What follows belongs to an exercise in optimizing a design on an open flow for small area, a short achievable clock period and few clock cycles per item; a production flow would make more cautious choices.
Function was checked by simulation only, so behaviour that the tests miss may differ from the original.
Power figures rest on the tool's default switching activity, not on a simulated workload.

File: flow/run.sh
#!/bin/bash
# synth_recipe.tcl (not shown) runs the flow's synth.tcl, then flattens the netlist and writes it again
# the make line also repeats each setting of config.mk as NAME=value (left out here)
make -C /OpenROAD-flow-scripts/flow DESIGN_CONFIG=/design/flow/config.mk WORK_HOME=/design/flow/orfs CLKGATE_MAP_FILE= SYNTH_SCRIPT=/design/flow/synth_recipe.tcl finish
File: flow/config.mk
export PLATFORM = sky130hd
export DESIGN_NAME = frame_index_extrapolation_mapper
export DESIGN_NICKNAME = frame_index_extrapolation_mapper
export VERILOG_FILES = /design/flow/design.v
export SDC_FILE = /design/flow/constraint.sdc
export NUM_CORES = 4
export LEC_CHECK = 0
export CAP_MARGIN = 20
export CORE_MARGIN = 2
export CORE_UTILIZATION = 65
export SETUP_SLACK_MARGIN = 1.7
export SLEW_MARGIN = 20
File: flow/constraint.sdc
create_clock -name core_clock -period 5.5 [get_ports {aclk}]
set_input_delay 1.1000 -clock core_clock [delete_from_list [all_inputs] [get_ports {aclk}]]
set_output_delay 1.1000 -clock core_clock [all_outputs]
set_load 0.01 [all_outputs]
File: flow/design.v
package fiem_pkg;
    localparam int FRAME_W  = 32;
    localparam int COUNT_W  = 17;
    localparam int MODE_W   = 2;
    localparam int IDX_W    = 16;
    localparam int DATA_W   = 32;
    localparam int ADDR_W   = 4;
    localparam int DIST_W   = FRAME_W + 1;
    localparam int DVD_W    = FRAME_W;
    typedef enum logic [MODE_W-1:0] {
        MODE_NONE     = 2'd0,
        MODE_REPEAT   = 2'd1,
        MODE_PINGPONG = 2'd2,
        MODE_HOLD     = 2'd3
    } mode_t;
    typedef enum logic [1:0] {
        REG_OFFSET = 2'd0,
        REG_COUNT  = 2'd1,
        REG_BEFORE = 2'd2,
        REG_AFTER  = 2'd3
    } reg_idx_t;
endpackage
module frame_index_extrapolation_mapper #(
    parameter int MAX_FRAMES = 65536
) (
    input  logic                                   aclk,
    input  logic                                   aresetn,
    input  logic                                   s_valid,
    output logic                                   s_ready,
    input  logic signed [fiem_pkg::FRAME_W-1:0]    s_frame_number,
    output logic                                   m_valid,
    input  logic                                   m_ready,
    output logic        [fiem_pkg::IDX_W-1:0]      m_stored_index,
    output logic                                   m_is_empty,
    input  logic                                   psel,
    input  logic                                   penable,
    input  logic                                   pwrite,
    input  logic        [fiem_pkg::ADDR_W-1:0]     paddr,
    input  logic        [fiem_pkg::DATA_W-1:0]     pwdata,
    output logic        [fiem_pkg::DATA_W-1:0]     prdata,
    output logic                                   pready
);
    logic [31:0] offset_reg;
    logic [16:0] count_reg;
    logic [1:0]  before_reg;
    logic [1:0]  after_reg;
    logic        cfg_write;
    logic [1:0]  reg_sel;
    assign pready    = 1'b1;
    assign cfg_write = psel && penable && pwrite;
    assign reg_sel   = paddr[3:2];
    always_ff @(posedge aclk) begin
        if (!aresetn) begin
            offset_reg <= '0;
            count_reg  <= '0;
            before_reg <= '0;
            after_reg  <= '0;
        end else if (cfg_write) begin
            case (reg_sel)
                2'd0:    offset_reg <= pwdata;
                2'd1:    count_reg  <= pwdata[16:0];
                2'd2:    before_reg <= pwdata[1:0];
                default: after_reg  <= pwdata[1:0];
            endcase
        end
    end
    always_comb begin
        case (reg_sel)
            2'd0:    prdata = offset_reg;
            2'd1:    prdata = {15'd0, count_reg};
            2'd2:    prdata = {30'd0, before_reg};
            default: prdata = {30'd0, after_reg};
        endcase
    end
    logic [16:0] cnt_c;
    logic [16:0] nd1_c;
    logic [17:0] m3_0_c, m3_1_c;
    logic        cnt1_c;
    logic [4:0]  nlen0_c, nlen1_c;
    logic [16:0] nd1;           
    logic [17:0] m3_0, m3_1;    
    logic [4:0]  nlen0m, nlen1m;  
    logic        cnt0;
    logic        pp_b, pp_a, none_b, none_a, hold_b, hold_a;
    assign cnt_c  = count_reg[16] ? 17'h10000 : count_reg;
    assign cnt1_c = (count_reg == 17'd1);
    assign nd1_c  = ~(cnt_c - 17'd1);
    assign m3_0_c = 18'd0 - 18'(cnt_c) - 18'(cnt_c) - 18'(cnt_c);
    assign m3_1_c = m3_0_c + 18'd3;
    function automatic logic [4:0] bitlen17(input logic [16:0] v);
        bitlen17 = '0;
        for (int i = 0; i < 17; i++) begin
            if (v[i]) bitlen17 = 5'(i + 1);
        end
    endfunction
    assign nlen0_c = bitlen17(cnt_c);
    assign nlen1_c = bitlen17(cnt_c - 17'd1);
    always_ff @(posedge aclk) begin
        nd1    <= nd1_c;
        m3_0   <= m3_0_c;
        m3_1   <= m3_1_c;
        nlen0m <= nlen0_c - 5'd1;
        nlen1m <= nlen1_c - 5'd1;
        cnt0   <= (count_reg == 17'd0);
        pp_b   <= (before_reg == 2'd2) && !cnt1_c;
        pp_a   <= (after_reg  == 2'd2) && !cnt1_c;
        none_b <= (before_reg == 2'd0);
        none_a <= (after_reg  == 2'd0);
        hold_b <= (before_reg == 2'd3);
        hold_a <= (after_reg  == 2'd3);
    end
    logic adv;
    logic skv;
    assign adv = !skv;
    logic        busy, last;
    logic        unit_take;    
    logic        p_take;       
    logic        q_take;       
    logic        v_p, v_q;
    assign unit_take = adv && (!busy || last);
    assign q_take    = unit_take;
    assign p_take    = adv && (!v_q || q_take);
    assign s_ready   = !v_p || p_take;
    logic [32:0] d_s;
    logic        neg_s, pp_s, force_s;
    logic        cnt0_c;
    assign cnt0_c  = (count_reg == 17'd0);
    assign d_s     = {s_frame_number[31], s_frame_number} - {offset_reg[31], offset_reg};
    assign neg_s   = d_s[32];
    assign pp_s    = neg_s ? ((before_reg == 2'd2) && !cnt1_c) : ((after_reg == 2'd2) && !cnt1_c);
    assign force_s = cnt0_c || (neg_s ? (before_reg == 2'd0 || before_reg == 2'd3)
                                      : (after_reg == 2'd0 || after_reg == 2'd3));
    logic [31:0] u_p;
    logic        neg_p, pp_p, force_p;
    always_ff @(posedge aclk) begin
        if (!aresetn)     v_p <= 1'b0;
        else if (s_ready) v_p <= s_valid;
        if (s_ready) begin
            u_p     <= d_s[31:0] ^ {32{neg_s}};
            neg_p   <= neg_s;
            pp_p    <= pp_s;
            force_p <= force_s;
        end
    end
    logic [32:0] uor;            
    logic [31:0] lead;           
    logic [4:0]  upos;           
    logic        unz;
    assign uor[32] = 1'b0;
    for (genvar i = 0; i < 32; i++) begin : g_lead
        assign uor[i]  = |u_p[31:i];
        assign lead[i] = u_p[i] && !uor[i+1];
    end
    for (genvar b = 0; b < 5; b++) begin : g_upos
        logic [31:0] sel;
        for (genvar i = 0; i < 32; i++) begin : g_sel
            assign sel[i] = lead[i] && (((i >> b) & 1) == 1);
        end
        assign upos[b] = |sel;
    end
    assign unz = uor[0];
    logic [4:0]  dm1;
    logic [5:0]  e;
    logic [3:0]  jst_p;          
    assign dm1 = pp_p ? nlen1m : nlen0m;
    assign e   = {1'b0, upos} - {1'b0, dm1};
    assign jst_p = (force_p || !unz || e[5]) ? 4'd0 : e[4:1];
    logic [17:0] win_p;
    logic        after_s;
    assign win_p   = {1'b0, u_p[16:0]} + {1'b0, nd1};
    assign after_s = !neg_p && ((u_p[31:17] != '0) || win_p[17]);
    logic [31:0] u_q;
    logic [3:0]  jst;
    logic        neg_q, pp_q, after_q;
    always_ff @(posedge aclk) begin
        if (!aresetn)    v_q <= 1'b0;
        else if (p_take) v_q <= v_p;
        if (p_take) begin
            u_q     <= u_p;
            jst     <= jst_p;
            neg_q   <= neg_p;
            pp_q    <= pp_p;
            after_q <= after_s;
        end
    end
    logic [17:0] first;
    assign first = 18'(u_q >> {jst, 1'b0});
    logic [15:0] r_u;
    logic [1:0]  pair_u;
    logic [31:0] u_u;
    logic [3:0]  j_u;
    logic        neg_u, pp_u, after_u;
    logic [17:0] t;
    logic [17:0] a1;    
    logic [16:0] a2;    
    logic [17:0] a3;    
    logic        c1, c2, c3;
    logic [19:0] s1;
    logic [18:0] s2;
    logic [18:0] s3;
    logic [17:0] m3;    
    logic [15:0] r_next;
    logic        qodd_next;
    assign t  = {r_u, pair_u};
    assign s1 = {1'b0, t, 1'b1} + {1'b0, 1'b1, nd1, pp_u};
    assign s2 = {1'b0, t[17:1], 1'b1} + {1'b0, nd1, pp_u};
    assign s3 = {1'b0, t} + {1'b0, m3};
    assign c1 = s1[19];
    assign a1 = s1[18:1];
    assign c2 = s2[18];
    assign a2 = s2[17:1];
    assign c3 = s3[18];
    assign a3 = s3[17:0];
    always_comb begin
        if (c3)      r_next = a3[15:0];
        else if (c2) r_next = {a2[14:0], t[0]};
        else if (c1) r_next = a1[15:0];
        else         r_next = t[15:0];
    end
    assign qodd_next = c3 || (c1 && !c2);
    logic [1:0] pair_next;
    assign pair_next = 2'(u_u >> {j_u - 4'd1, 1'b0});
    always_ff @(posedge aclk) begin
        if (!aresetn) begin
            busy <= 1'b0;
        end else if (adv) begin
            if (!busy || last) busy <= v_q;
        end
        if (adv) begin
            if (!busy || last) begin
                r_u     <= first[17:2];
                pair_u  <= first[1:0];
                u_u     <= u_q;
                j_u     <= jst;
                last    <= (jst == 4'd0);
                neg_u   <= neg_q;
                pp_u    <= pp_q;
                m3      <= pp_q ? m3_1 : m3_0;
                after_u <= after_q;
            end else begin
                r_u    <= r_next;
                pair_u <= pair_next;
                j_u    <= j_u - 4'd1;
                last   <= (j_u == 4'd1);
            end
        end
    end
    logic        v_z, neg_z, pp_z, after_z, qodd_z;
    logic [15:0] g_z;
    always_ff @(posedge aclk) begin
        if (!aresetn)  v_z <= 1'b0;
        else if (adv)  v_z <= busy && last;
        if (adv) begin
            g_z     <= r_next;
            qodd_z  <= qodd_next;
            neg_z   <= neg_u;
            pp_z    <= pp_u;
            after_z <= after_u;
        end
    end
    logic        z_none, z_hold;
    logic        z_flip;
    logic [15:0] z_cm1;
    logic [16:0] z_add;
    logic [15:0] z_idx;
    logic        z_empty;
    assign z_none  = neg_z ? none_b : none_a;
    assign z_hold  = neg_z ? hold_b : hold_a;
    assign z_cm1   = ~nd1[15:0];
    assign z_flip  = pp_z ? qodd_z : neg_z;
    logic [16:0] z_add0, z_add1;
    assign z_add0  = {g_z, 1'b1} + {16'd0, neg_z};
    assign z_add1  = {z_cm1, 1'b1} + {~g_z, pp_z ? !neg_z : 1'b1};
    assign z_add   = z_flip ? z_add1 : z_add0;
    assign z_empty = cnt0 || (z_none && (neg_z || after_z));
    always_comb begin
        if (z_empty || (z_hold && neg_z)) z_idx = 16'd0;
        else if (z_hold && after_z)       z_idx = z_cm1;
        else                              z_idx = z_add[16:1];
    end
    logic        mv;
    logic [16:0] m_data;
    logic [16:0] sk_data;
    logic        out_free;
    logic        pv;
    assign out_free = !mv || m_ready;
    assign pv       = v_z && adv;
    always_ff @(posedge aclk) begin
        if (!aresetn) begin
            mv  <= 1'b0;
            skv <= 1'b0;
        end else if (out_free) begin
            mv  <= skv || pv;
            skv <= 1'b0;
        end else begin
            skv <= skv || pv;
        end
        if (out_free) m_data <= skv ? sk_data : {z_idx, z_empty};
        if (!skv) sk_data <= {z_idx, z_empty};
    end
    assign m_valid        = mv;
    assign m_stored_index = m_data[16:1];
    assign m_is_empty     = m_data[0];
endmodule
==> flow_summary_export.csv, run 1 <==
group,metric,value,unit
setup_path,critical-path-slowest-cell,"sky130_fd_sc_hd__a311o_1",
timing,timing.final.crit_share,0.701,
timing,timing.setup.tns,0,ns
grt,grt_use_total,0.326,
hold_path,hold_path_class,"register to register",
power_and_ir_drop,maximum_vdd_drop,0.328,mV
timing,rsz_0062_raised_after_global_routing,"true",
cells_and_area,area_of_all_placed_cells_without_fillers,24700,µm²
clock_tree,clock_pin_slew_reported_for_the_worst_setup_and_hold_paths_after_clock_tree_synthesis,0.06,ns
yosys,ffs_w_async_s_r_synth,0,
drt,wl,55800,µm
yosys,yosysTopAreaCell,"sky130_fd_sc_hd__edfxtp_1",
yosys,synthFlopType,"sky130_fd_sc_hd__edfxtp_1",
power_and_ir_drop,leakagePower,9.75,nW
outcome,run_status,"complete, no violations",
clock_tree,clock_tree.root_cell,"sky130_fd_sc_hd__clkbuf_16",
setup_path,path_max_fanout,6,
setup_path,worst_r2r_endpoint,"m3_1[16]",
timing,achievable-frequency,0.260,GHz
clock_tree,cts_hold_repair.buffers,0,
setup_path,critPathLaunchType,"input port",
floorplan,top_level_ports,127,
setup_path,cp.buffers_inverters,4,
clock_tree,numCtsBuffers,36,
floorplan,starting_utilization_of_the_core_area,0.665,
setup_path,worstPathArrival,4.11,ns
floorplan,core,31700,µm²
floorplan,fp.dieArea,33900,µm²
setup_path,reg2regPathDepth,14,
setup_path,worstSetupPathType,"input port to register",
cells_and_area,fillerInstances,2071,
drt,initialDrtViolationCount,1538,
clock_tree,tritoncts,"built",
cells_and_area,area.sequential,8490,µm²
drt,via_count,17338,
setup_path,cp_data_required_time,5.76,ns
yosys,synthCells,2211,
grt,grt_start_max_net_pins,60,
timing,fin_crit,3.85,ns
yosys,yosysWarningCount,1,
placement,dpl-instance-area,22700,µm²
cells_and_area,num-nets-final,2574,
timing,clock_skew,0.0175,ns
grt,grt_first_pass_wirelength,86900,µm
setup_path,timing.rr.start,"count_reg[2]",
power_and_ir_drop,power-per-cell-area,369,nW/µm²
placement,place_inst,2669,
placement,gpl.final_weighted_congestion,0.945,
yosys,number_of_enable_type_register_cells_in_the_synthesized_netlist,187,
cells_and_area,drive_above_1_share,0.111,
cells_and_area,final_cell_mix,"sky130_fd_sc_hd__nand2_1, sky130_fd_sc_hd__edfxtp_1, sky130_fd_sc_hd__ha_1",
job,drv_cap,0,
cells_and_area,multi_input_gate_area_in_the_final_layout,12300,µm²
placement,io_buffer_count,123,
yosys,synth_area_per_cell,9.54,µm²
hold_path,worstHoldPathCells,0,
hold_path,worst_hold_startpoint,"neg_q",
timing,tightestPinTransition,0.903,ns
clock_tree,tritoncts_num_sinks,330,
cells_and_area,final_core_density,0.778,
setup_path,worstPathCellList,"dlygate4sd2_1, ha_4, and2_1, a221oi_2, o21ai_2, a311oi_2, o21ai_2, a311o_1, a221o_1, o21ai_4, buf_12, buf_16, buf_12, xnor2_4",
clock_tree,cts_buffer_depth,3,
floorplan,fp-row-count,65,
drt,detail_route.first_pass.iterations,5,
timing,worst_slack,1.65,ns
grt,grt_antenna_before_repair,3,
timing,final_count_of_negative_setup_slack_endpoints,0,
cells_and_area,layout.cells.non_filler,2763,
clock_tree,worstSkewPairLatency,0.53,ns
cells_and_area,final_common_cell,"sky130_fd_sc_hd__nand2_1",
setup_path,critical-path-top-delay-family,"compound AO/OA/AOI/OAI gates",
yosys,ys_seq_area_frac,0.402,
placement,place_ws,0.390,ns
drt,antenna_violating_nets_post_route,0,
timing,final_max_slew_viol_count,0,
power_and_ir_drop,post-layout-total-power,9.12,mW
timing,max-slew-margin-rel,0.394,
clock_tree,cts_htree_levels,2,
setup_path,crit_path_end_kind,"register",
cells_and_area,areaGrowthSynthToFinish,17.1,%
yosys,synth_area,21100,µm²
grt,grt_pass1_vias,16494,
grt,grt_overflow_total,0,
hold_path,whs_endpoint,"neg_u",
drt,total_drc_errors_in_the_routed_layout,0,
yosys,postSynthRegisterBits,330,
setup_path,regToRegSetupSlack,1.82,ns
floorplan,die_height,184,µm
yosys,synth_area_leaders,"sky130_fd_sc_hd__edfxtp_1, sky130_fd_sc_hd__dfxtp_1, sky130_fd_sc_hd__ha_1, sky130_fd_sc_hd__xnor2_1, sky130_fd_sc_hd__nand2_1",
placement,hpwl,41100,µm
floorplan,floorplan.die.width,184,µm
timing,whs,0.427,ns
timing,final-hold-violation-count,0,
yosys,postSynthNetCount,2453,
drt,route.detailed.wl_per_inst,20.2,µm
yosys,synth.distinct_cells,87,
yosys,synth.top_cell.area_share,0.266,
drt,routed_via_density,6.28,
setup_path,maximum_cell_stage_delay_along_the_critical_path,0.38,ns
==> cells in the mapped netlist, drive strengths merged, types with 14 or more instances <==
library cell and number:
inv 137, o211ai 23, nor2 140, nand2 249, a21boi 60, ha 161, o21ai 109, mux2 36
nor3 56, buf 19, o31ai 17, o21a 26, clkbuf 68, mux4 14, nand2b 28, dfxtp 143
a21oi 125, mux2i 58, nand4 16, and3 21, a211oi 18, a21o 40, edfxtp 187, nor2b 30
xor2 49, a31oi 24, xnor2 120, and2 18, nand3 47
==> power breakdown <==
part	switching [mW]	leakage, nW	internal, mW
logic	1.79	5.97	1.43
clock network	0.992	0.577	1.38
registers	0.373	3.21	3.15
==> layer usage <==
| layer | up-vias | GRT usage | wire length, µm |
|---|---|---|---|
| met2 | 693 | 0.524 | 25600 |
| met5 | - | 0 | 13 |
| met3 | 129 | 0.0528 | 4080 |
| met1 | 8256 | 0.445 | 24100 |
| met4 | 2 | 0.121 | 2030 |
| li1 | 8258 | - | - |
==> repair_timing <==
action / in CTS / in global routing
pin swaps: 11 / 21
setup buffers: 8 / 17
resized for setup: 70 / 61
cloned: 1 / 0
setup endpoints to repair: 50 / 97
==> kinds of logic after synthesis <==
| group | after synthesis | share of synthesized area |
|---|---|---|
| multiplexers | 108 | 0.0617 |
| AND/OR/NAND/NOR | 652 | 0.144 |
| AO/OA/AOI/OAI | 559 | 0.178 |
| adder cells (fa/ha/maj) | 167 | 0.101 |
| other | 1 | 0.000178 |
| buffers and inverters | 225 | 0.0420 |
| XOR/XNOR | 169 | 0.0713 |
| flip-flops | 330 | 0.402 |
==> worst max-delay path by stage <==
stage                       start  endpoint  cells after the start
2_1_floorplan                busy   s_ready                      4
3_3_place_gp    s_frame_number[0]    u_p[4]                     15
3_5_place_dp    s_frame_number[0]   u_p[26]                     15
4_1_cts         s_frame_number[0]   force_p                     16
5_1_grt              count_reg[2]  m3_1[16]                     14
6_report       s_frame_number[11]   u_p[15]                     14
==> cell type report <==
| class | instances | share of cell area |
|---|---|---|
| antenna | 2 | 0.000203 |
| clock buffer | 48 | 0.0421 |
| clock inverter | 17 | 0.00517 |
| inverter | 138 | 0.0216 |
| multi-input combinational | 1656 | 0.499 |
| sequential | 330 | 0.344 |
| tap | 402 | 0.0204 |
| timing repair buffer | 170 | 0.0679 |
==> worst reg2reg max path, delay by kind of cell (launching register included) <==
| kind | cells | cell delay, ns |
|---|---|---|
| flip-flops | 1 | 0.42 |
| AND/OR/NAND/NOR | 6 | 1.22 |
| buffers and inverters | 1 | 0.09 |
| AO/OA/AOI/OAI | 3 | 0.86 |
| XOR/XNOR | 2 | 0.32 |
| adder cells (fa/ha/maj) | 2 | 0.67 |
Testbench counts, summed over its fixed seeds: cycles 30,727, items 12,000.
==> inputs of run 2 (changes only) <==
--- a/flow/design.v
+++ b/flow/design.v
@@ -76,5 +76,3 @@
     logic [16:0] nd1_c;
-    logic [17:0] m3_0_c, m3_1_c;
     logic        cnt1_c;
-    logic [4:0]  nlen0_c, nlen1_c;
     logic [16:0] nd1;           
@@ -87,18 +85,27 @@
     assign nd1_c  = ~(cnt_c - 17'd1);
-    assign m3_0_c = 18'd0 - 18'(cnt_c) - 18'(cnt_c) - 18'(cnt_c);
-    assign m3_1_c = m3_0_c + 18'd3;
-    function automatic logic [4:0] bitlen17(input logic [16:0] v);
-        bitlen17 = '0;
-        for (int i = 0; i < 17; i++) begin
-            if (v[i]) bitlen17 = 5'(i + 1);
+    logic [17:0] cor;
+    logic [16:0] clead;
+    logic [4:0]  cpos;
+    logic        cpow2;
+    assign cor[17] = 1'b0;
+    for (genvar i = 0; i < 17; i++) begin : g_clead
+        assign cor[i]   = |cnt_c[16:i];
+        assign clead[i] = cnt_c[i] && !cor[i+1];
+    end
+    for (genvar b = 0; b < 5; b++) begin : g_cpos
+        logic [16:0] sel;
+        for (genvar i = 0; i < 17; i++) begin : g_sel
+            assign sel[i] = clead[i] && (((i >> b) & 1) == 1);
         end
-    endfunction
-    assign nlen0_c = bitlen17(cnt_c);
-    assign nlen1_c = bitlen17(cnt_c - 17'd1);
+        assign cpos[b] = |sel;
+    end
+    assign cpow2 = ((cnt_c & ~clead) == '0);
+    logic [17:0] cnt3;
     always_ff @(posedge aclk) begin
         nd1    <= nd1_c;
-        m3_0   <= m3_0_c;
-        m3_1   <= m3_1_c;
-        nlen0m <= nlen0_c - 5'd1;
-        nlen1m <= nlen1_c - 5'd1;
+        cnt3   <= 18'(cnt_c) + {cnt_c, 1'b0};
+        m3_0   <= 18'd0 - cnt3;
+        m3_1   <= 18'd3 - cnt3;
+        nlen0m <= cpos;
+        nlen1m <= cpos - 5'(cpow2);
         cnt0   <= (count_reg == 17'd0);
@@ -132,3 +139,3 @@
                                       : (after_reg == 2'd0 || after_reg == 2'd3));
-    logic [31:0] u_p;
+    logic [31:0] d_p;
     logic        neg_p, pp_p, force_p;
@@ -138,3 +145,3 @@
         if (s_ready) begin
-            u_p     <= d_s[31:0] ^ {32{neg_s}};
+            d_p     <= d_s[31:0];
             neg_p   <= neg_s;
@@ -144,2 +151,4 @@
     end
+    logic [31:0] u_p;
+    logic [32:0] dor, dand;      
     logic [32:0] uor;            
@@ -148,7 +157,12 @@
     logic        unz;
-    assign uor[32] = 1'b0;
+    assign u_p     = d_p ^ {32{neg_p}};
+    assign dor[32]  = 1'b0;
+    assign dand[32] = 1'b1;
     for (genvar i = 0; i < 32; i++) begin : g_lead
-        assign uor[i]  = |u_p[31:i];
+        assign dor[i]  = |d_p[31:i];
+        assign dand[i] = &d_p[31:i];
+        assign uor[i]  = neg_p ? !dand[i] : dor[i];
         assign lead[i] = u_p[i] && !uor[i+1];
     end
+    assign uor[32] = 1'b0;
     for (genvar b = 0; b < 5; b++) begin : g_upos
--- a/flow/config.mk
+++ b/flow/config.mk
@@ -10,3 +10,3 @@
 export CORE_UTILIZATION = 65
-export SETUP_SLACK_MARGIN = 1.7
+export SETUP_SLACK_MARGIN = 1.9
 export SLEW_MARGIN = 20
==> run 2 against run 1 <==
First-iteration DRC count is 2.5% lower; cell count is 7.6% higher; critical endpoint is now prdata[0]; critical path type is now input port to output port; clock-buffer cell count is 4 higher; sequential cell count is 17 higher; largest cell class unchanged; worst setup slack better by 0.31 ns; sequential power is 2% higher; core utilization is 0.50 points lower; clock skew is 0.0035 ns lower; highest routed layer is now met4.
==> flow_summary_export.csv, run 2 <==
group,metric,value,unit
clock_tree,tritoncts_num_sinks,347,
yosys,synth_area,22200,µm²
yosys,synthFlopType,"sky130_fd_sc_hd__edfxtp_1",
yosys,synth_area_leaders,"sky130_fd_sc_hd__edfxtp_1, sky130_fd_sc_hd__dfxtp_1, sky130_fd_sc_hd__ha_1, sky130_fd_sc_hd__nand2_1, sky130_fd_sc_hd__xnor2_1",
clock_tree,worstSkewPairLatency,0.57,ns
floorplan,floorplan.die.width,189,µm
yosys,postSynthNetCount,2588,
drt,total_drc_errors_in_the_routed_layout,0,
setup_path,worstPathArrival,2.44,ns
clock_tree,clock_pin_slew_reported_for_the_worst_setup_and_hold_paths_after_clock_tree_synthesis,0.06,ns
floorplan,top_level_ports,127,
cells_and_area,final_common_cell,"sky130_fd_sc_hd__nand2_1",
setup_path,cp_data_required_time,4.40,ns
outcome,run_status,"complete, no violations",
yosys,yosysTopAreaCell,"sky130_fd_sc_hd__edfxtp_1",
cells_and_area,num-nets-final,2747,
cells_and_area,final_core_density,0.773,
setup_path,worstSetupPathType,"input port to output port",
yosys,synth.distinct_cells,95,
drt,antenna_violating_nets_post_route,0,
power_and_ir_drop,power-per-cell-area,356,nW/µm²
yosys,synth_area_per_cell,9.51,µm²
timing,final-hold-violation-count,0,
yosys,synth.top_cell.area_share,0.253,
floorplan,die_height,189,µm
floorplan,fp-row-count,67,
drt,via_count,18221,
placement,io_buffer_count,123,
timing,tightestPinTransition,0.998,ns
timing,max-slew-margin-rel,0.335,
setup_path,critPathLaunchType,"input port",
clock_tree,numCtsBuffers,38,
timing,timing.final.crit_share,0.644,
timing,timing.setup.tns,0,ns
placement,gpl.final_weighted_congestion,0.950,
clock_tree,cts_htree_levels,2,
grt,grt_use_total,0.322,
yosys,ffs_w_async_s_r_synth,0,
grt,grt_antenna_before_repair,1,
timing,fin_crit,3.54,ns
grt,grt_first_pass_wirelength,90800,µm
job,drv_cap,0,
drt,routed_via_density,6.13,
timing,rsz_0062_raised_after_global_routing,"true",
drt,wl,59100,µm
drt,detail_route.first_pass.iterations,7,
yosys,ys_seq_area_frac,0.397,
clock_tree,clock_tree.root_cell,"sky130_fd_sc_hd__clkbuf_16",
yosys,yosysWarningCount,1,
yosys,post_synth_most_frequent_cells,"sky130_fd_sc_hd__nand2_1, sky130_fd_sc_hd__edfxtp_1, sky130_fd_sc_hd__ha_1",
yosys,synthCells,2335,
yosys,most_frequent_cell_after_synthesis,"sky130_fd_sc_hd__nand2_1",
drt,route.detailed.wl_per_inst,19.9,µm
grt,grt_start_max_net_pins,60,
grt,grt_pass1_vias,17059,
placement,hpwl,43300,µm
floorplan,fp.dieArea,35700,µm²
clock_tree,cts_buffer_depth,3,
power_and_ir_drop,leakagePower,10.6,nW
timing,final_count_of_negative_setup_slack_endpoints,0,
grt,grt_overflow_total,0,
drt,initialDrtViolationCount,1500,
timing,achievable-frequency,0.282,GHz
clock_tree,tritoncts,"built",
floorplan,core,33600,µm²
power_and_ir_drop,post-layout-total-power,9.26,mW
hold_path,hold_path_class,"register to register",
power_and_ir_drop,maximum_vdd_drop,0.383,mV
floorplan,starting_utilization_of_the_core_area,0.661,
setup_path,path_max_fanout,9,
yosys,postSynthRegisterBits,347,
cells_and_area,drive_above_1_share,0.124,
timing,clock_skew,0.0140,ns
yosys,number_of_enable_type_register_cells_in_the_synthesized_netlist,187,
cells_and_area,final_cell_mix,"sky130_fd_sc_hd__nand2_1, sky130_fd_sc_hd__edfxtp_1, sky130_fd_sc_hd__ha_1",
cells_and_area,areaGrowthSynthToFinish,17.0,%
timing,final_max_slew_viol_count,0,
setup_path,crit_path_end_kind,"output port",
[run 2: critical path: stages]
cell and delay [ns]:
sky130_fd_sc_hd__buf_2 0.25, sky130_fd_sc_hd__mux4_2 0.55, sky130_fd_sc_hd__clkdlybuf4s50_1 0.54
[run 2: stage by stage]
| step | hold WS [ns] | setup WS [ns] | instance area (µm²) | cells |
|---|---|---|---|---|
| 3_5_place_dp | 0.412 | 0.852 | 23800 | 2829 |
| 5_1_grt | 0.431 | 1.83 | 26000 | 2971 |
| 4_1_cts | 0.425 | 1.77 | 25300 | 2923 |
| 3_3_place_gp | 0.402 | 0.931 | 23700 | 2828 |
| 2_1_floorplan | 0.329 | 1.90 | 22200 | 2335 |
| 6_report | 0.425 | 1.96 | 26000 | 2972 |
[run 2: timing repair]
item                       in CTS  in global routing
resized for setup              35                 66
pin swaps                       7                 29
cloned                          1                  3
buffers inserted               24                 44
hold buffers                    0                  0
setup endpoints to repair      82                 56
[run 2: final timing paths]
check	start	endpoint	slack (ns)	cells past startpoint
worst min register to register	after_q	after_u	0.42	0
worst max register to register	pair_u[0]	r_u[6]	1.99	12
worst min-delay path	after_q	after_u	0.42	0
worst max-delay path	paddr[2]	prdata[0]	1.96	3
[run 2: cells by family (layout without fill, tap and decap cells)]
family,after synthesis,in the layout,synth area share
AOI/OAI and AO/OA,581,583,0.176
xor gates and xnor gates,176,176,0.0694
adders and majority gates,178,178,0.103
buffers and inverters,242,426,0.0432
DFF,347,347,0.397
muxes,108,108,0.0597
other,1,2,0.000169
and+or+nand+nor,702,704,0.152
[run 2: routing by layer]
metal | share of wire | GRT usage | vias to the layer above
li1 | - | - | 8759
met1 | 0.42 | 0.431 | 8600
met4 | 0.036 | 0.108 | 0
met3 | 0.069 | 0.0548 | 130
met5 | 0 | 0 | -
met2 | 0.47 | 0.530 | 732
[run 2: power by group]
part	switching (mW)	internal (mW)	total [mW]
Clock	1.07	1.42	2.49
Combinational	1.75	1.44	3.20
Sequential	0.357	3.22	3.58
[run 2: cell type report]
cell class	instances	area, µm²
tap	448	561
fill	2263	7630
timing repair buffer	211	1950
clock buffer	52	1050
inverter	146	556
antenna	1	2.50
multi-input combinational	1750	12900
clock inverter	17	170
sequential	347	8830
Testbench counts of run 2, summed over its fixed seeds: cycles 30,727, items 12,000.
==> inputs of run 3 (changes only) <==
--- a/flow/config.mk
+++ b/flow/config.mk
@@ -10,3 +10,3 @@
 export CORE_UTILIZATION = 65
-export SETUP_SLACK_MARGIN = 1.9
+export SETUP_SLACK_MARGIN = 1.6
 export SLEW_MARGIN = 20
==> run 3 against run 2 <==
Largest cell class unchanged; clock power increased by 3%; critical path depth up 10; global-route usage fell by 0.88 points; maximum frequency is 5.5% lower; design area down 2.8%; first-iteration DRC count fell by 6.0%; total power fell by 1.3%; sequential power hardly changed; critical endpoint is now r_u[3]; sequential cell count is the same.
==> flow_summary_export.csv, run 3 <==
group,metric,value,unit
setup_path,worstSetupPathType,"register to register",
drt,detail_route.first_pass.iterations,6,
clock_tree,numCtsBuffers,37,
setup_path,critPathLaunchType,"register",
timing,timing.setup.tns,0,ns
clock_tree,worstSkewPairLatency,0.54,ns
cells_and_area,drive_above_1_share,0.0851,
hold_path,hold_path_class,"register to register",
power_and_ir_drop,leakagePower,10.3,nW
outcome,run_status,"complete, no violations",
yosys,synth.top_cell.area_share,0.253,
clock_tree,clock_tree.root_cell,"sky130_fd_sc_hd__clkbuf_16",
timing,clock_skew,0.0158,ns
timing,fin_crit,3.75,ns
placement,place_ws,0.847,ns
cells_and_area,final_core_density,0.752,
drt,via_count,17924,
yosys,post_synth_most_frequent_cells,"sky130_fd_sc_hd__nand2_1, sky130_fd_sc_hd__edfxtp_1, sky130_fd_sc_hd__ha_1",
placement,place_inst,2830,
yosys,synth_area,22200,µm²
cells_and_area,layout.cells.non_filler,2919,
timing,rsz_0062_raised_after_global_routing,"true",
floorplan,floorplan.die.width,189,µm
cells_and_area,areaGrowthSynthToFinish,13.8,%
setup_path,regToRegSetupSlack,1.75,ns
timing,worst_slack,1.75,ns
placement,hpwl,43300,µm
yosys,synth_area_per_cell,9.51,µm²
floorplan,fp-row-count,67,
drt,wl,56800,µm
power_and_ir_drop,maximum_vdd_drop,0.300,mV
setup_path,cp_data_required_time,5.74,ns
floorplan,die_height,189,µm
timing,final_count_of_negative_setup_slack_endpoints,0,
grt,grt_start_max_net_pins,60,
drt,initialDrtViolationCount,1410,
clock_tree,tritoncts_num_sinks,347,
floorplan,starting_utilization_of_the_core_area,0.661,
clock_tree,clock_pin_slew_reported_for_the_worst_setup_and_hold_paths_after_clock_tree_synthesis,0.06,ns
placement,gpl.final_weighted_congestion,0.913,
floorplan,fp.dieArea,35700,µm²
drt,antenna_violating_nets_post_route,0,
yosys,most_frequent_cell_after_synthesis,"sky130_fd_sc_hd__nand2_1",
timing,max-slew-margin-rel,0.313,
timing,final_max_slew_viol_count,0,
setup_path,reg2regPathDepth,13,
yosys,postSynthRegisterBits,347,
hold_path,worstHoldPathCells,0,
yosys,number_of_enable_type_register_cells_in_the_synthesized_netlist,187,
clock_tree,cts_hold_repair.buffers,0,
floorplan,top_level_ports,127,
grt,grt_pass1_vias,16796,
yosys,yosysWarningCount,1,
yosys,synthCells,2335,
grt,grt_first_pass_wirelength,88600,µm
grt,grt_overflow_total,0,
yosys,synth.distinct_cells,95,
cells_and_area,num-nets-final,2693,
yosys,ys_seq_area_frac,0.397,
clock_tree,cts_buffer_depth,3,
cells_and_area,final_common_cell,"sky130_fd_sc_hd__nand2_1",
timing,achievable-frequency,0.267,GHz
yosys,synth_area_leaders,"sky130_fd_sc_hd__edfxtp_1, sky130_fd_sc_hd__dfxtp_1, sky130_fd_sc_hd__ha_1, sky130_fd_sc_hd__nand2_1, sky130_fd_sc_hd__xnor2_1",
setup_path,path_max_fanout,11,
yosys,postSynthNetCount,2588,
yosys,ffs_w_async_s_r_synth,0,
clock_tree,tritoncts,"built",
cells_and_area,final_cell_mix,"sky130_fd_sc_hd__nand2_1, sky130_fd_sc_hd__edfxtp_1, sky130_fd_sc_hd__ha_1",
timing,tightestPinTransition,1.03,ns
job,drv_cap,0,
drt,route.detailed.wl_per_inst,19.5,µm
timing,timing.final.crit_share,0.682,
yosys,yosysTopAreaCell,"sky130_fd_sc_hd__edfxtp_1",
grt,grt_antenna_before_repair,1,
grt,grt_use_total,0.313,
yosys,synthFlopType,"sky130_fd_sc_hd__edfxtp_1",
floorplan,core,33600,µm²
placement,io_buffer_count,123,
clock_tree,cts_htree_levels,2,
drt,routed_via_density,6.14,
drt,total_drc_errors_in_the_routed_layout,0,
setup_path,crit_path_end_kind,"register",
setup_path,worstPathArrival,3.99,ns
power_and_ir_drop,power-per-cell-area,362,nW/µm²
timing,final-hold-violation-count,0,
## run 3: cell type report
class / count / area (µm²)
Antenna cell: 2 / 5.00
Tap cell: 448 / 561
Fill cell: 2341 / 8340
Clock buffer: 53 / 1070
Clock inverter: 15 / 189
Multi-Input combinational cell: 1747 / 12600
Timing Repair Buffer: 161 / 1510
Inverter: 146 / 548
Sequential cell: 347 / 8820
## run 3: metal layers
| metal | vias to the layer above | wire [µm] | track usage |
|---|---|---|---|
| met5 | - | 0 | 0 |
| met2 | 717 | 26400 | 0.518 |
| met4 | 0 | 1840 | 0.0925 |
| li1 | 8612 | - | - |
| met3 | 112 | 3850 | 0.0417 |
| met1 | 8483 | 24800 | 0.430 |
## run 3: through the flow
step / instance area, µm² / power [mW] / hold slack [ns]
2_1_floorplan: 22200 / 5.71 / 0.329
3_3_place_gp: 23700 / 6.36 / 0.403
3_5_place_dp: 23800 / 6.47 / 0.405
4_1_cts: 25000 / 9.04 / 0.419
5_1_grt: 25300 / 9.59 / 0.424
6_report: 25300 / 9.14 / 0.420
## run 3: final timing paths
path | start | end
worst max-delay path | pair_u[0] | r_u[3]
worst min-delay path | after_q | after_u
worst max register to register | pair_u[0] | r_u[3]
worst min register to register | after_q | after_u
## run 3: report_power, final
part,internal [mW],total (mW),leakage [nW],switching [mW]
Clock,1.55,2.56,0.616,1.02
Combinational,1.33,2.98,6.31,1.65
Sequential,3.22,3.59,3.35,0.372
## run 3: worst max-delay path, cell delays in order (launching register included)
cell and delay [ns]:
sky130_fd_sc_hd__edfxtp_1 0.55, sky130_fd_sc_hd__ha_1 0.28, sky130_fd_sc_hd__inv_1 0.07, sky130_fd_sc_hd__fa_1 0.41, sky130_fd_sc_hd__nor2b_1 0.20, sky130_fd_sc_hd__o31a_1 0.21, sky130_fd_sc_hd__o221ai_2 0.16, sky130_fd_sc_hd__a211oi_1 0.31
sky130_fd_sc_hd__o31ai_1 0.14, sky130_fd_sc_hd__a21oi_2 0.26, sky130_fd_sc_hd__or2_4 0.27, sky130_fd_sc_hd__mux2_1 0.39, sky130_fd_sc_hd__nor2_1 0.13, sky130_fd_sc_hd__a21oi_1 0.06
## run 3: cells by family (layout without fill, tap and decap cells)
logic type,count (synthesis),after routing,share of synthesized area
buffers and inverters,242,375,0.0432
xor gates and xnor gates,176,176,0.0694
AOI/OAI and AO/OA,581,581,0.176
and+or+nand+nor,702,703,0.152
DFF,347,347,0.397
adders and majority gates,178,178,0.103
muxes,108,108,0.0597
other,1,3,0.000169
## run 3: timing repair
action | 4_1_cts | 5_1_grt
pin swaps | 0 | 6
gates cloned | 0 | 1
endpoints found under the setup margin | 41 | 42
setup buffers | 2 | 16
resized for setup | 6 | 22
==> inputs of run 4 (changes only) <==
==> flow/flow/run.sh (new file) <==
#!/bin/bash
# Layout flow: the standard flow, with the port buffers made from buf_2 cells instead of the
# cell buffer_ports picks by itself (a delay cell on this platform). Every port still gets a
# buffer. Each tool's full output goes to flow_standard.log in the work folder.
set -euo pipefail
printf '\nexport BUFFER_PORTS_ARGS = -buffer_cell sky130_fd_sc_hd__buf_2\n' >> config.mk
bash standard.sh > flow_standard.log 2>&1
==> flow/standard.sh (new file) <==
#!/bin/bash
# synth_recipe.tcl (not shown) runs the flow's synth.tcl, then flattens the netlist and writes it again
# the make line also repeats each setting of config.mk as NAME=value (left out here)
make -C /OpenROAD-flow-scripts/flow DESIGN_CONFIG=/design/flow/config.mk WORK_HOME=/design/flow/orfs CLKGATE_MAP_FILE= SYNTH_SCRIPT=/design/flow/synth_recipe.tcl "${@:-finish}"
--- a/flow/config.mk
+++ b/flow/config.mk
@@ -10,3 +10,5 @@
 export CORE_UTILIZATION = 65
-export SETUP_SLACK_MARGIN = 1.6
+export SETUP_SLACK_MARGIN = 1.9
 export SLEW_MARGIN = 20
+
+export BUFFER_PORTS_ARGS = -buffer_cell sky130_fd_sc_hd__buf_2
removed: flow/run.sh
==> run 4 against run 3 <==
Synthesized cell count is the same; first-iteration DRC count grew 11%; worst hold slack gained 0.0041 ns; worst setup slack gained 0.23 ns; combinational power grew 3%; non-clock buffer count grew 15; sequential cell count is the same; cell count grew 0.65%; register-to-register slack gained 0.23 ns.
==> flow_summary_export.csv, run 4 <==
group,metric,value,unit
outcome,run_status,"complete, no violations",
timing,timing.setup.tns,0,ns
timing,timing.final.crit_share,0.641,
cells_and_area,final_common_cell,"sky130_fd_sc_hd__nand2_1",
yosys,muxShareOfSynthArea,0.0597,
yosys,synthFlopType,"sky130_fd_sc_hd__edfxtp_1",
grt,grt_start_max_net_pins,60,
clock_tree,numCtsBuffers,39,
power_and_ir_drop,power-per-cell-area,372,nW/µm²
timing,fin_crit,3.52,ns
drt,wl,57900,µm
yosys,post_synth_most_frequent_cells,"sky130_fd_sc_hd__nand2_1, sky130_fd_sc_hd__edfxtp_1, sky130_fd_sc_hd__ha_1",
cells_and_area,area_of_all_placed_cells_without_fillers,25000,µm²
cells_and_area,antennaDiodeCount,0,
yosys,synth.top_cell.area_share,0.253,
setup_path,cp_data_required_time,5.93,ns
setup_path,critPathLaunchType,"register",
timing,rsz_0062_raised_after_global_routing,"true",
drt,total_drc_errors_in_the_routed_layout,0,
placement,hpwl,42500,µm
yosys,synthCells,2335,
timing,achievable-frequency,0.284,GHz
yosys,synth_top_family_by_area,"compound AO/OA/AOI/OAI gates",
yosys,yosys.area_share.adder,0.103,
floorplan,floorplan.die.width,189,µm
drt,routed_via_density,6.15,
yosys,xor_xnor_fraction_of_synth_area,0.0694,
timing,clock_skew,0.0259,ns
timing,max-slew-margin-rel,0.304,
power_and_ir_drop,maximum_vdd_drop,0.284,mV
floorplan,top_level_ports,127,
timing,final_max_slew_viol_count,0,
placement,dpl-instance-area,23100,µm²
setup_path,worstSetupPathType,"register to register",
floorplan,core,33600,µm²
placement,io_buffer_count,123,
grt,grt_antenna_before_repair,4,
clock_tree,tritoncts_num_sinks,347,
clock_tree,worstSkewPairLatency,0.54,ns
yosys,number_of_enable_type_register_cells_in_the_synthesized_netlist,187,
clock_tree,cts_buffer_depth,3,
yosys,synth_area_leaders,"sky130_fd_sc_hd__edfxtp_1, sky130_fd_sc_hd__dfxtp_1, sky130_fd_sc_hd__ha_1, sky130_fd_sc_hd__nand2_1, sky130_fd_sc_hd__xnor2_1",
yosys,synth-compound-area-share,0.176,
floorplan,die_height,189,µm
clock_tree,clock_pin_slew_reported_for_the_worst_setup_and_hold_paths_after_clock_tree_synthesis,0.07,ns
placement,gpl.final_weighted_congestion,0.946,
yosys,synth_simple_gate_area_frac,0.152,
hold_path,hold_path_class,"register to register",
yosys,ffs_w_async_s_r_synth,0,
drt,route.detailed.wl_per_inst,19.7,µm
drt,via_count,18082,
setup_path,path_max_fanout,16,
drt,antenna_violating_nets_post_route,0,
yosys,yosysWarningCount,1,
timing,final_count_of_negative_setup_slack_endpoints,0,
cells_and_area,final_core_density,0.745,
power_and_ir_drop,leakagePower,10.5,nW
timing,worst_slack,1.98,ns
job,drv_cap,0,
grt,grt_overflow_total,0,
floorplan,fp.dieArea,35700,µm²
floorplan,starting_utilization_of_the_core_area,0.661,
yosys,most_frequent_cell_after_synthesis,"sky130_fd_sc_hd__nand2_1",
yosys,synth_area,22200,µm²
setup_path,worstPathArrival,3.95,ns
cells_and_area,drive_above_1_share,0.150,
floorplan,fp-row-count,67,
grt,grt_first_pass_wirelength,90200,µm
grt,grt_use_total,0.320,
clock_tree,cts_hold_repair.buffers,0,
yosys,yosysTopAreaCell,"sky130_fd_sc_hd__edfxtp_1",
cells_and_area,num-nets-final,2712,
yosys,postSynthRegisterBits,347,
grt,grt_pass1_vias,17079,
timing,final-hold-violation-count,0,
drt,detail_route.first_pass.iterations,6,
yosys,ys_seq_area_frac,0.397,
clock_tree,clock_tree.root_cell,"sky130_fd_sc_hd__clkbuf_16",
yosys,synth.distinct_cells,95,
clock_tree,tritoncts,"built",
setup_path,crit_path_end_kind,"register",
yosys,synth_area_per_cell,9.51,µm²
timing,tightestPinTransition,1.04,ns
cells_and_area,areaGrowthSynthToFinish,12.8,%
clock_tree,cts_htree_levels,2,
drt,initialDrtViolationCount,1568,
placement,place_ws,1.27,ns
cells_and_area,final_cell_mix,"sky130_fd_sc_hd__nand2_1, sky130_fd_sc_hd__edfxtp_1, sky130_fd_sc_hd__ha_1",
yosys,postSynthNetCount,2588,
==> run 4: cell type report <==
| cell class | instances | area (µm²) |
|---|---|---|
| clock buffers | 44 | 1030 |
| clock inverters | 28 | 309 |
| fillers | 2414 | 8570 |
| inverters | 146 | 552 |
| multi-input cells | 1749 | 12700 |
| flip-flops and latches | 347 | 8830 |
| well taps | 448 | 561 |
| repair buffers | 176 | 1040 |
==> run 4: logic make-up (layout without fill, tap and decap cells) <==
family	Yosys count	after routing
other	1	1
multiplexers	108	108
adder cells (fa/ha/maj)	178	178
XOR/XNOR	176	176
flip-flops	347	347
buffers and inverters	242	394
AO/OA/AOI/OAI	581	582
AND/OR/NAND/NOR	702	704
==> run 4: repair_timing <==
action / in CTS / in global routing
endpoints found under the setup margin: 46 / 30
cloned: 2 / 1
pin swaps: 4 / 13
buffers inserted: 16 / 24
resized for setup: 23 / 35
==> run 4: power by group <==
part | internal (mW) | switching [mW]
logic | 1.36 | 1.70
clock network | 1.60 | 1.09
registers | 3.22 | 0.358
==> run 4: final timing paths <==
check / startpoint / end / slack (ns) / depth (start not counted)
worst max-delay path: count_reg[16] / cnt3[17] / 1.98 / 15
worst min-delay path: after_q / after_u / 0.42 / 0
worst max register to register: count_reg[16] / cnt3[17] / 1.98 / 15
worst min register to register: after_q / after_u / 0.42 / 0
==> run 4: routing by layer <==
metal,vias up,global-route usage,share of wire
li1,8685,-,-
met1,8523,0.428,0.42
met2,723,0.520,0.46
met3,145,0.0549,0.076
met4,6,0.126,0.042
met5,-,0,0.00062
==> run 4: worst max-delay path: stages, from the launching register on <==
cell	delay, ns
sky130_fd_sc_hd__dfxtp_4	0.43
sky130_fd_sc_hd__nand2b_2	0.22
sky130_fd_sc_hd__inv_1	0.11
sky130_fd_sc_hd__ha_1	0.22
sky130_fd_sc_hd__inv_1	0.07
sky130_fd_sc_hd__fa_1	0.21
sky130_fd_sc_hd__nor2b_1	0.07
sky130_fd_sc_hd__o21ai_1	0.18
sky130_fd_sc_hd__a21oi_1	0.13
sky130_fd_sc_hd__o21a_1	0.22
sky130_fd_sc_hd__o211a_1	0.23
sky130_fd_sc_hd__o21a_1	0.20
sky130_fd_sc_hd__o41ai_4	0.29
sky130_fd_sc_hd__nor2_1	0.11
sky130_fd_sc_hd__a2111oi_2	0.36
sky130_fd_sc_hd__mux2_1	0.35
==> run 4: stage by stage <==
| step | power (mW) | hold WS, ns | instances |
|---|---|---|---|
| 6_report | 9.33 | 0.424 | 2938 |
| 5_1_grt | 9.79 | 0.426 | 2938 |
| 4_1_cts | 9.18 | 0.426 | 2913 |
| 3_5_place_dp | 6.42 | 0.411 | 2823 |
| 3_3_place_gp | 6.32 | 0.402 | 2823 |
| 2_1_floorplan | 5.71 | 0.329 | 2335 |
==> inputs of run 5 (changes only) <==
--- a/flow/design.v
+++ b/flow/design.v
@@ -78,3 +78,2 @@
     logic [16:0] nd1;           
-    logic [17:0] m3_0, m3_1;    
     logic [4:0]  nlen0m, nlen1m;  
@@ -102,2 +101,3 @@
     assign cpow2 = ((cnt_c & ~clead) == '0);
+    logic [16:0] cnt_r;
     logic [17:0] cnt3;
@@ -105,5 +105,4 @@
         nd1    <= nd1_c;
-        cnt3   <= 18'(cnt_c) + {cnt_c, 1'b0};
-        m3_0   <= 18'd0 - cnt3;
-        m3_1   <= 18'd3 - cnt3;
+        cnt_r  <= cnt_c;
+        cnt3   <= 18'(cnt_r) + {cnt_r, 1'b0};
         nlen0m <= cpos;
@@ -251,3 +250,3 @@
                 pp_u    <= pp_q;
-                m3      <= pp_q ? m3_1 : m3_0;
+                m3      <= (pp_q ? 18'd3 : 18'd0) - cnt3;
                 after_u <= after_q;
--- a/flow/config.mk
+++ b/flow/config.mk
@@ -9,3 +9,3 @@
 export CORE_MARGIN = 2
-export CORE_UTILIZATION = 65
+export CORE_UTILIZATION = 75
 export SETUP_SLACK_MARGIN = 1.9
==> run 5 against run 4 <==
Still clean; register-to-register slack worse by 0.07 ns; total power down 3.1%; routed wire length up 3.6%; clock power down 11%; design area down 4.3%; worst setup slack worse by 0.065 ns; die area down 16%; sequential cell count down 19; worst hold slack worse by 0.017 ns; cell count down 3.9%; critical path type unchanged; critical endpoint is now jst[3]; highest routed layer unchanged.
==> flow_summary_export.csv, run 5 <==
group,metric,value,unit
outcome,run_status,"complete, no violations",
cells_and_area,areaGrowthSynthToFinish,12.1,%
grt,grt_overflow_total,0,
clock_tree,clock_tree.root_cell,"sky130_fd_sc_hd__clkbuf_16",
grt,grt_pass1_vias,17782,
timing,clock_skew,0.0184,ns
cells_and_area,num-nets-final,2649,
yosys,number_of_enable_type_register_cells_in_the_synthesized_netlist,187,
cells_and_area,area_of_all_placed_cells_without_fillers,24000,µm²
setup_path,critical-path-top-delay-family,"simple AND/OR/NAND/NOR gates",
setup_path,worstPathCellList,"buf_4, nor4_4, nand4_4, or2_2, a22oi_1, a311oi_2, o211a_1, nand4_1, fa_1, a21o_1, a21oi_1, or3b_2, a21oi_1",
yosys,yosysTopAreaCell,"sky130_fd_sc_hd__edfxtp_1",
yosys,ys_seq_area_frac,0.395,
drt,detail_route.first_pass.iterations,6,
clock_tree,cts_buffer_depth,3,
grt,grt_antenna_before_repair,1,
drt,total_drc_errors_in_the_routed_layout,0,
placement,hpwl,42800,µm
timing,final_max_slew_viol_count,0,
clock_tree,tritoncts,"built",
grt,grt_start_max_net_pins,60,
drt,wl,60000,µm
power_and_ir_drop,post-layout-total-power,9.04,mW
timing,max-slew-margin-rel,0.252,
timing,tightestPinTransition,1.12,ns
clock_tree,worstSkewPairLatency,0.53,ns
cells_and_area,fillerInstances,1486,
yosys,post_synth_most_frequent_cells,"sky130_fd_sc_hd__nand2_1, sky130_fd_sc_hd__edfxtp_1, sky130_fd_sc_hd__nor2_1",
setup_path,crit_path_end_kind,"register",
floorplan,top_level_ports,127,
grt,grt_use_total,0.384,
hold_path,hold_path_class,"register to register",
power_and_ir_drop,leakagePower,9.82,nW
floorplan,starting_utilization_of_the_core_area,0.766,
timing,whs,0.407,ns
drt,initialDrtViolationCount,2581,
yosys,most_frequent_cell_after_synthesis,"sky130_fd_sc_hd__nand2_1",
clock_tree,tritoncts_num_sinks,328,
setup_path,maximum_cell_stage_delay_along_the_critical_path,0.46,ns
cells_and_area,antennaDiodeCount,0,
cells_and_area,final_cell_mix,"sky130_fd_sc_hd__nand2_1, sky130_fd_sc_hd__edfxtp_1, sky130_fd_sc_hd__nor2_1",
clock_tree,clock_pin_slew_reported_for_the_worst_setup_and_hold_paths_after_clock_tree_synthesis,0.06,ns
setup_path,path_max_fanout,5,
drt,routed_via_density,6.71,
grt,global_route.usage.met3,0.0660,
grt,use_met1,0.500,
setup_path,cp.buffers_inverters,1,
placement,gpl.final_weighted_congestion,1.00,
setup_path,critical-path-slowest-cell,"sky130_fd_sc_hd__or3b_2",
yosys,synth_area_per_cell,9.35,µm²
floorplan,fp-row-count,61,
cells_and_area,drive_above_1_share,0.148,
grt,grt_first_pass_wirelength,92800,µm
setup_path,cpMostUsedCell,"sky130_fd_sc_hd__a21oi_1",
drt,via_count,18958,
clock_tree,cts_htree_levels,2,
floorplan,core,27900,µm²
setup_path,worstSetupPathType,"register to register",
yosys,postSynthNetCount,2517,
timing,final-hold-violation-count,0,
setup_path,worstPathArrival,3.96,ns
drt,antenna_violating_nets_post_route,0,
timing,fin_crit,3.59,ns
floorplan,die_height,173,µm
timing,rsz_0062_raised_after_global_routing,"true",
yosys,yosysWarningCount,1,
yosys,synth.distinct_cells,105,
job,drv_cap,0,
drt,route.detailed.wl_per_inst,21.3,µm
grt,grt.met2_usage,0.625,
yosys,ffs_w_async_s_r_synth,0,
power_and_ir_drop,maximum_vdd_drop,0.314,mV
grt,global_route.peak_usage_layer,"met2",
clock_tree,numCtsBuffers,36,
timing,achievable-frequency,0.279,GHz
setup_path,critPathLaunchType,"register",
setup_path,cp_data_required_time,5.87,ns
yosys,synthCells,2287,
floorplan,floorplan.die.width,173,µm
cells_and_area,final_core_density,0.858,
power_and_ir_drop,power-per-cell-area,377,nW/µm²
timing,timing.setup.tns,0,ns
yosys,synth.top_cell.area_share,0.263,
yosys,postSynthRegisterBits,328,
cells_and_area,final_common_cell,"sky130_fd_sc_hd__nand2_1",
yosys,synthFlopType,"sky130_fd_sc_hd__edfxtp_1",
timing,final_count_of_negative_setup_slack_endpoints,0,
yosys,synth_area,21400,µm²
timing,timing.final.crit_share,0.652,
yosys,synth_area_leaders,"sky130_fd_sc_hd__edfxtp_1, sky130_fd_sc_hd__dfxtp_1, sky130_fd_sc_hd__ha_1, sky130_fd_sc_hd__nand2_1, sky130_fd_sc_hd__xnor2_1",
floorplan,fp.dieArea,29900,µm²
placement,io_buffer_count,123,
placement,dpl-instance-area,22200,µm²
==> run 5: changes by cell type in the layout (fill, tap and decap cells not counted), sizes merged, moves of 14 or more <==
cell	delta
nor3	+21
inv	-19
mux2	-20
ha	-24
o21ai	-14
dfxtp	-19
==> run 5: final cells by class <==
type	count	area, µm²	share of cell area
sequential	328	8450	0.352
inverter	128	480	0.0200
tap	378	473	0.0197
multi-input combinational	1739	12300	0.513
clock inverter	18	133	0.00553
clock buffer	47	1040	0.0436
timing repair buffer	186	1090	0.0457
==> run 5: cell families after synthesis <==
kind of cell             count (synthesis)  synth area share
adder cells (fa/ha/maj)                156            0.0940
AND/OR/NAND/NOR                        753             0.171
other                                    1          0.000175
flip-flops                             328             0.395
AO/OA/AOI/OAI                          585             0.185
buffers and inverters                  222            0.0429
multiplexers                            87            0.0493
XOR/XNOR                               155            0.0635
==> run 5: worst paths after layout <==
kind	start	endpoint	slack, ns	depth (start not counted)
setup / recovery	d_p[30]	jst[3]	1.91	13
hold / removal	neg_u	neg_z	0.41	0
setup reg to reg	d_p[30]	jst[3]	1.91	13
hold reg to reg	neg_u	neg_z	0.41	0
==> run 5: power by group <==
| part | total, mW | switching (mW) | internal (mW) |
|---|---|---|---|
| combinational | 3.26 | 1.91 | 1.35 |
| clock | 2.39 | 0.993 | 1.39 |
| sequential | 3.39 | 0.349 | 3.04 |
| total | 9.04 | 3.25 | 5.79 |
==> run 5: worst register-to-register path, delay by kind of cell, from the launching register on <==
kind                       cells  cell delay (ns)
AOI/OAI and AO/OA              6             0.99
adders and majority gates      1             0.25
DFF                            1             0.42
and+or+nand+nor                5             1.62
buffers and inverters          1             0.18
==> run 5: timing repair <==
action / in CTS / in global routing
endpoints found under the setup margin: 37 / 42
cloned: 1 / 1
buffers inserted: 15 / 35
resized for setup: 14 / 40
pin swaps: 1 / 4
hold endpoints to repair: 0 / 0
hold buffers: 0 / 0
==> run 5: routing by layer <==
metal  vias up  routed length [µm]
met5         -                  14
met4         2                3450
met3       254                6510
met2      1244               27300
met1      8835               22800
li1       8623                   -
==> run 5: metrics by stage <==
stage	std cells	setup WS, ns
CTS	2788	1.90
finish	2824	1.91
detailed placement	2707	1.43
global route	2824	1.76
floorplan	2287	1.96
global placement	2707	1.52
Testbench counts of run 5, summed over its fixed seeds: cycles 30,727, items 12,000.
==> inputs of run 6 (changes only) <==
--- a/flow/config.mk
+++ b/flow/config.mk
@@ -9,3 +9,3 @@
 export CORE_MARGIN = 2
-export CORE_UTILIZATION = 75
+export CORE_UTILIZATION = 65
 export SETUP_SLACK_MARGIN = 1.9
==> run 6 against run 5 <==
Maximum frequency grew 1.9%; largest power group unchanged; die area up 15%; via count fell by 4.5%; critical path type is now input port to output port; worst hold slack improved by 0.011 ns; critical path depth is 10 lower; still clean; largest cell class unchanged.
==> flow_summary_export.csv, run 6 <==
group,metric,value,unit
yosys,most_frequent_cell_after_synthesis,"sky130_fd_sc_hd__nand2_1",
timing,final-hold-violation-count,0,
power_and_ir_drop,maximum_vdd_drop,0.225,mV
outcome,run_status,"complete, no violations",
timing,timing.final.crit_share,0.641,
drt,wl,57500,µm
cells_and_area,final_common_cell,"sky130_fd_sc_hd__nand2_1",
cells_and_area,areaGrowthSynthToFinish,12.1,%
clock_tree,tritoncts,"built",
yosys,number_of_enable_type_register_cells_in_the_synthesized_netlist,187,
grt,grt_first_pass_wirelength,88400,µm
floorplan,floorplan.die.width,185,µm
drt,via_count,18100,
drt,initialDrtViolationCount,1515,
clock_tree,clock_tree.root_cell,"sky130_fd_sc_hd__clkbuf_16",
floorplan,starting_utilization_of_the_core_area,0.659,
drt,routed_via_density,6.26,
setup_path,worstPathArrival,2.42,ns
yosys,ys_seq_area_frac,0.395,
cells_and_area,final_core_density,0.739,
timing,clock_skew,0.0234,ns
power_and_ir_drop,power-per-cell-area,368,nW/µm²
timing,timing.setup.tns,0,ns
yosys,yosysTopAreaCell,"sky130_fd_sc_hd__edfxtp_1",
drt,antenna_violating_nets_post_route,0,
setup_path,cp_data_required_time,4.40,ns
placement,hpwl,43500,µm
yosys,synth.top_cell.area_share,0.263,
floorplan,fp.dieArea,34400,µm²
cells_and_area,area.sequential,8440,µm²
hold_path,worst_hold_startpoint,"neg_u",
yosys,postSynthNetCount,2517,
placement,gpl.final_weighted_congestion,0.978,
clock_tree,worstSkewPairLatency,0.53,ns
clock_tree,cts_hold_repair.buffers,0,
floorplan,fp-row-count,66,
floorplan,top_level_ports,127,
timing,final_count_of_negative_setup_slack_endpoints,0,
yosys,synth_simple_gate_area_frac,0.171,
yosys,synthCells,2287,
setup_path,worst_r2r_endpoint,"r_u[8]",
grt,grt_start_max_net_pins,60,
job,drv_cap,0,
yosys,post_synth_most_frequent_cells,"sky130_fd_sc_hd__nand2_1, sky130_fd_sc_hd__edfxtp_1, sky130_fd_sc_hd__nor2_1",
clock_tree,cts_buffer_depth,3,
floorplan,core,32500,µm²
yosys,synth_area_per_cell,9.35,µm²
clock_tree,cts_htree_levels,2,
setup_path,reg2regPathDepth,13,
cells_and_area,num-nets-final,2651,
drt,total_drc_errors_in_the_routed_layout,0,
hold_path,whs_endpoint,"neg_z",
grt,grt_pass1_vias,16685,
timing,rsz_0062_raised_after_global_routing,"true",
yosys,yosys.area_share.adder,0.0940,
grt,grt_antenna_before_repair,2,
cells_and_area,drive_above_1_share,0.146,
yosys,ffs_w_async_s_r_synth,0,
grt,grt_overflow_total,0,
cells_and_area,final_cell_mix,"sky130_fd_sc_hd__nand2_1, sky130_fd_sc_hd__edfxtp_1, sky130_fd_sc_hd__nor2_1",
timing,fin_crit,3.52,ns
timing,tightestPinTransition,1.08,ns
clock_tree,clock_pin_slew_reported_for_the_worst_setup_and_hold_paths_after_clock_tree_synthesis,0.06,ns
yosys,synth_top_family_by_area,"compound AO/OA/AOI/OAI gates",
hold_path,worstHoldPathCells,0,
yosys,postSynthRegisterBits,328,
yosys,synth_area,21400,µm²
timing,final_max_slew_viol_count,0,
setup_path,timing.rr.start,"pair_u[0]",
drt,detail_route.first_pass.iterations,5,
clock_tree,tritoncts_num_sinks,328,
timing,whs,0.418,ns
timing,achievable-frequency,0.284,GHz
floorplan,die_height,185,µm
yosys,yosysWarningCount,1,
hold_path,hold_path_class,"register to register",
power_and_ir_drop,leakagePower,9.80,nW
grt,grt_use_total,0.329,
drt,route.detailed.wl_per_inst,19.9,µm
setup_path,worstSetupPathType,"input port to output port",
setup_path,regToRegSetupSlack,2.01,ns
cells_and_area,multi_input_gate_area_in_the_final_layout,12200,µm²
setup_path,crit_path_end_kind,"output port",
yosys,synth-compound-area-share,0.185,
placement,io_buffer_count,123,
yosys,synthFlopType,"sky130_fd_sc_hd__edfxtp_1",
yosys,xor_xnor_fraction_of_synth_area,0.0635,
clock_tree,numCtsBuffers,35,
setup_path,path_max_fanout,38,
setup_path,critPathLaunchType,"input port",
yosys,muxShareOfSynthArea,0.0493,
yosys,synth_area_leaders,"sky130_fd_sc_hd__edfxtp_1, sky130_fd_sc_hd__dfxtp_1, sky130_fd_sc_hd__ha_1, sky130_fd_sc_hd__nand2_1, sky130_fd_sc_hd__xnor2_1",
yosys,synth.distinct_cells,105,
timing,max-slew-margin-rel,0.274,
cells_and_area,fillerInstances,2407,
run 6: worst max-delay path, cell delays in order:
cell and delay, ns:
sky130_fd_sc_hd__buf_2 0.56, sky130_fd_sc_hd__mux4_2 0.58, sky130_fd_sc_hd__buf_2 0.17
run 6: metrics by stage:
| step | setup slack, ns | power [mW] | instance area (µm²) | std cells |
|---|---|---|---|---|
| after global placement | 1.48 | 6.20 | 22300 | 2778 |
| after global routing | 1.79 | 9.27 | 24000 | 2889 |
| after floorplan | 1.96 | 5.51 | 21400 | 2287 |
| after detailed placement | 1.38 | 6.30 | 22300 | 2778 |
| final | 1.98 | 8.83 | 24000 | 2890 |
| after CTS | 1.92 | 8.62 | 23600 | 2859 |
run 6: layer usage:
layer | share of wire | wire (µm) | track usage | up-vias
met5 | 0 | 0 | 0 | -
met4 | 0.037 | 2160 | 0.115 | 0
met3 | 0.079 | 4530 | 0.0511 | 130
met2 | 0.45 | 26100 | 0.531 | 793
met1 | 0.43 | 24700 | 0.451 | 8565
li1 | - | - | - | 8612
run 6: power by group:
part	total, mW	internal [mW]	switching, mW
clock	2.28	1.32	0.961
combinational	3.16	1.35	1.81
sequential	3.39	3.04	0.349
total	8.83	5.71	3.12
run 6: how the worst max path moves through the flow:
stage	from	cells past startpoint	to
floorplan	busy	4	after_u
global placement	s_frame_number[0]	13	force_p
detailed placement	s_frame_number[0]	13	force_p
CTS	busy	7	s_ready
global route	pair_u[0]	13	r_u[8]
finish	paddr[3]	3	prdata[0]
run 6: final cells by class:
class,instances,share of cell area
antenna,1,0.000104
clock buffer,51,0.0433
clock inverter,12,0.00329
inverter,128,0.0200
multi-input combinational,1738,0.510
sequential,328,0.352
tap,442,0.0231
timing repair buffer,190,0.0482
run 6: timing repair:
item,4_1_cts,5_1_grt
cloned,0,1
setup endpoints to repair,17,39
pin swaps,2,13
gates resized for setup,11,36
buffers inserted,18,29
run 6: logic make-up (layout without fill, tap and decap cells):
logic type / count (synthesis) / count (layout)
buffers and inverters: 222 / 381
AND/OR/NAND/NOR: 753 / 753
multiplexers: 87 / 87
AO/OA/AOI/OAI: 585 / 586
adder cells (fa/ha/maj): 156 / 156
flip-flops: 328 / 328
XOR/XNOR: 155 / 155
other: 1 / 2

what the ideal ports hide:
In the flow no input, the clock included, has a driving cell. The finished layouts below were timed again as built, in two steps. Step 1: set_driving_cell puts a clkbuf_16 on aclk and a buf_2 on each other input, an assumption about the parent block. Step 2, shift: input delay + t, output delay - t, t = (earliest + latest rising clock arrival at the registers) / 2. This alone moves slack from input paths to output paths. Three values: ideal, step 1, step 2; two values: the first two.
run | t (ns) | slack for setup (ns) | clock arrival spread, ns
run 1 | 0.577 | 1.647 / 1.684 / 1.107 | 0.018 / 0.017
run 2 | 0.619 | 1.956 / 1.935 / 1.351 | 0.015 / 0.015
run 3 | 0.587 | 1.749 / 1.749 / 1.221 | 0.019 / 0.019
run 4 | 0.591 | 1.977 / 1.977 / 1.513 | 0.030 / 0.030
run 5 | 0.571 | 1.911 / 1.911 / 1.500 | 0.019 / 0.019
run 6 | 0.574 | 1.977 / 1.955 / 1.570 | 0.025 / 0.025
After both steps every run listed still meets setup and hold. The setup slack of run 2, which loses most, moves by -0.021 ns with the drivers and by -0.605 ns with both steps.
